Source: an optimization exercise on an open RTL-to-GDS flow (aim: small area and few clock cycles). Production flows keep margins and buffers that such runs may drop. At most, simulation tests tie the RTL to the original design; equivalence was not proved.

## build 19
==> module hsv_prep, before the edit <==
module hsv_prep (
    input  logic                in_valid,
    input  logic [7:0]          red,
    input  logic [7:0]          green,
    input  logic [7:0]          blue,
    output logic [hsv_pkg::STEP_W-1:0] out_bits
);
    hsv_pkg::step_t out;
    assign out_bits = out;
    logic [8:0] rg, gr, gb, bg, br, rb;    
    logic       r_ge_g, g_ge_r, g_ge_b, b_ge_g, b_ge_r, r_ge_b;
    logic       sec_r, sec_g, sec_b;
    logic [7:0] hi, d, x;
    logic [2:0] k;
    always_comb begin
        rg = {1'b0, red}   - {1'b0, green};
        gr = {1'b0, green} - {1'b0, red};
        gb = {1'b0, green} - {1'b0, blue};
        bg = {1'b0, blue}  - {1'b0, green};
        br = {1'b0, blue}  - {1'b0, red};
        rb = {1'b0, red}   - {1'b0, blue};
        r_ge_g = !rg[8];
        g_ge_r = !gr[8];
        g_ge_b = !gb[8];
        b_ge_g = !bg[8];
        b_ge_r = !br[8];
        r_ge_b = !rb[8];
        sec_r = r_ge_g && r_ge_b;
        sec_g = !sec_r && g_ge_b;
        sec_b = !sec_r && !sec_g;
        if (sec_r) begin
            hi = red;
            if (g_ge_b) begin
                d = rb[7:0];
                if (g_ge_r) begin k = 3'd1; x = 8'd0;     end
                else        begin k = 3'd0; x = gb[7:0];  end
            end else begin
                d = rg[7:0]; k = 3'd5; x = rb[7:0];
            end
        end else if (sec_g) begin
            hi = green;
            if (b_ge_r) begin
                d = gr[7:0];
                if (b_ge_g) begin k = 3'd3; x = 8'd0;     end
                else        begin k = 3'd2; x = br[7:0];  end
            end else begin
                d = gb[7:0]; k = 3'd1; x = gr[7:0];
            end
        end else begin
            hi = blue;
            if (r_ge_g) begin
                d = bg[7:0]; k = 3'd4; x = rg[7:0];
            end else begin
                d = br[7:0]; k = 3'd3; x = bg[7:0];
            end
        end
        out.v  = in_valid;
        out.hi = hi;
        out.dm = d - 8'd1;
        out.rs = out.dm;
        out.qs = '0;
        out.rh = x;
        out.hp = 1'b0;
        out.r3 = (k >= 3'd3) ? 2'(k - 3'd3) : k[1:0];
        out.qh = {15'd0, (k >= 3'd3)};
    end
endmodule
==> module hsv_div, before the edit <==
module hsv_div #(
    parameter int STEP = 0
) (
    input  logic [hsv_pkg::STEP_W-1:0] in_bits,
    output logic [hsv_pkg::STEP_W-1:0] out_bits
);
    hsv_pkg::step_t in, out;
    assign in       = in_bits;
    assign out_bits = out;
    logic       sbit;
    logic [8:0] st, ht;
    logic [9:0] sdf, hdf;
    logic       sfit, hfit;
    logic [2:0] t3;
    logic       hb;
    always_comb begin
        sbit = (STEP < 8) ? 1'b1 : !in.dm[15 - STEP];
        out  = in;
        st   = {in.rs, sbit};
        sdf  = {1'b0, st} - {2'b0, in.hi};
        sfit = !sdf[9];
        out.rs = sfit ? sdf[7:0] : st[7:0];
        out.qs = {in.qs[14:0], sfit};
        if (STEP < 15) begin
            ht   = {in.rh, 1'b0};
            hdf  = {1'b0, ht} + {2'b11, ~in.dm};
            hfit = !hdf[9];
            out.rh = hfit ? hdf[7:0] : ht[7:0];
            out.hp = hfit;
        end
        if (STEP > 0) begin
            t3   = {in.r3, in.hp};
            hb   = (t3 >= 3'd3);
            out.r3 = hb ? 2'(t3 - 3'd3) : t3[1:0];
            out.qh = {in.qh[14:0], hb};
        end
    end
endmodule
==> module rgb_to_hsv_converter_unit, before the edit <==
module rgb_to_hsv_converter_unit #(
    parameter logic [16:0] REG_AT = 17'b00101001001001001
) (
    input  logic        aclk,
    input  logic        aresetn,
    input  logic        s_tvalid,
    output logic        s_tready,
    input  logic [23:0] s_tdata,    
    output logic        m_tvalid,
    input  logic        m_tready,
    output logic [39:0] m_tdata     
);
    logic [16:0][hsv_pkg::STEP_W-1:0] pos;   
    logic [16:0][hsv_pkg::STEP_W-1:0] src;   
    hsv_pkg::step_t        last;
    logic           en;
    hsv_prep u_prep (
        .in_valid (s_tvalid),
        .red      (s_tdata[7:0]),
        .green    (s_tdata[15:8]),
        .blue     (s_tdata[23:16]),
        .out_bits (pos[0])
    );
    for (genvar p = 0; p <= 16; p++) begin : g_pos
        if (p > 0) begin : g_step
            hsv_div #(.STEP(p - 1)) u_step (.in_bits(src[p-1]), .out_bits(pos[p]));
        end
        if (REG_AT[p]) begin : g_reg
            hsv_pkg::step_t nxt;
            logic           v_reg;
            logic [hsv_pkg::STEP_W-2:0] data_reg;
            assign nxt = pos[p];
            always_ff @(posedge aclk) begin
                if (!aresetn) begin
                    v_reg <= 1'b0;
                end else if (en) begin
                    v_reg <= nxt.v;
                end
            end
            always_ff @(posedge aclk) begin
                if (en) begin
                    data_reg <= nxt[hsv_pkg::STEP_W-2:0];
                end
            end
            assign src[p] = {v_reg, data_reg};
        end else begin : g_wire
            assign src[p] = pos[p];
        end
    end
    logic grey;
    assign last     = src[16];
    assign grey     = (last.dm == 8'hFF);
    assign m_tvalid = last.v;
    assign en       = m_tready || !m_tvalid;
    assign s_tready = en;
    assign m_tdata  = {last.hi,
                       grey ? 16'd0 : last.qs,
                       grey ? 16'd0 : last.qh};
endmodule
clock: 5.0 ns
lec_check: 0
abc_area: 1
cap_margin: 20
core_margin: 2
core_utilization: 40
slew_margin: 20
run.sh (not shown) runs the stock make flow with config.mk's settings and CLKGATE_MAP_FILE= SYNTH_SCRIPT=/design/flow/synth_recipe.tcl, a recipe that flattens the netlist after the stock synthesis.
Build 19 went all the way through the flow, and no timing, DRC or antenna check failed.
Changes in trial 70 relative to build 19:
--- a/flow/design.v
+++ b/flow/design.v
@@ -1,13 +1,12 @@
 package hsv_pkg;
     localparam int CHAN_W = 8;
-    localparam int STEP_W = 68;    
+    localparam int STEP_W = 67;    
     typedef struct packed {
         logic        v;     
         logic [7:0]  hi;    
-        logic [7:0]  dm;    
+        logic [7:0]  d;     
         logic [7:0]  rs;    
         logic [7:0]  rh;    
-        logic        hp;    
         logic [1:0]  r3;    
         logic [15:0] qs;    
         logic [15:0] qh;    
@@ -71,11 +70,10 @@
         end
         out.v  = in_valid;
         out.hi = hi;
-        out.dm = d - 8'd1;
-        out.rs = out.dm;
+        out.d  = d;
+        out.rs = d - 8'd1;
         out.qs = '0;
         out.rh = x;
-        out.hp = 1'b0;
         out.r3 = (k >= 3'd3) ? 2'(k - 3'd3) : k[1:0];
         out.qh = {15'd0, (k >= 3'd3)};
     end
@@ -89,29 +87,25 @@
     hsv_pkg::step_t in, out;
     assign in       = in_bits;
     assign out_bits = out;
+    logic [7:0] negd;
     logic       sbit;
     logic [8:0] st, ht;
-    logic [9:0] sdf, hdf;
     logic       sfit, hfit;
     logic [2:0] t3;
     logic       hb;
     always_comb begin
-        sbit = (STEP < 8) ? 1'b1 : !in.dm[15 - STEP];
+        negd = 8'd0 - in.d;
+        sbit = (STEP < 8) ? 1'b1 : negd[15 - STEP];
         out  = in;
         st   = {in.rs, sbit};
-        sdf  = {1'b0, st} - {2'b0, in.hi};
-        sfit = !sdf[9];
-        out.rs = sfit ? sdf[7:0] : st[7:0];
+        sfit = (st >= {1'b0, in.hi});
+        out.rs = sfit ? 8'(st - {1'b0, in.hi}) : st[7:0];
         out.qs = {in.qs[14:0], sfit};
         if (STEP < 15) begin
             ht   = {in.rh, 1'b0};
-            hdf  = {1'b0, ht} + {2'b11, ~in.dm};
-            hfit = !hdf[9];
-            out.rh = hfit ? hdf[7:0] : ht[7:0];
-            out.hp = hfit;
-        end
-        if (STEP > 0) begin
-            t3   = {in.r3, in.hp};
+            hfit = (ht >= {1'b0, in.d});
+            out.rh = hfit ? 8'(ht - {1'b0, in.d}) : ht[7:0];
+            t3   = {in.r3, hfit};
             hb   = (t3 >= 3'd3);
             out.r3 = hb ? 2'(t3 - 3'd3) : t3[1:0];
             out.qh = {in.qh[14:0], hb};
@@ -119,7 +113,7 @@
     end
 endmodule
 module rgb_to_hsv_converter_unit #(
-    parameter logic [16:0] REG_AT = 17'b00101001001001001
+    parameter logic [16:0] REG_AT = 17'b0_0101_0101_0101_0101
 ) (
     input  logic        aclk,
     input  logic        aresetn,
@@ -169,7 +163,7 @@
     end
     logic grey;
     assign last     = src[16];
-    assign grey     = (last.dm == 8'hFF);
+    assign grey     = (last.d == 8'd0);
     assign m_tvalid = last.v;
     assign en       = m_tready || !m_tvalid;
     assign s_tready = en;
--- outcome ---
- Worst hold slack after final layout, trial 70 and build 19, lower one = build 19.
- Taking build 19 over trial 70, the number of buffers outside the clock class in the layout ratio works out to 2.9.
- Area taken by multi-input logic gates ends up lower on build 19.
Testbench counts of trial 70, summed over its fixed seeds: cycles 32,832.
The RTL of build 19 was laid out without a check of its function.

==> static timing again, ports no longer ideal <==
Ports are ideal in the flow. The routed layouts listed here were re-timed in OpenROAD. Step 1 assumes that a clkbuf_16 drives the clock port and a buf_2 every other input. Step 2 also shifts input and output timing later by t, the mid clock arrival at the registers, as if the neighbouring blocks saw the same clock. Three values: no drivers, after step 1, after step 2; two values: the first two.
run | shift t [ns] | setup WS [ns] | pins driven straight from the clock port
build 19 | 0.613 | 0.169 / 0.169 / 0.169 | 1
trial 70 | 0.641 | 0.335 / 0.273 / 0.379 | 1
After both steps setup and hold are still met in every run listed.
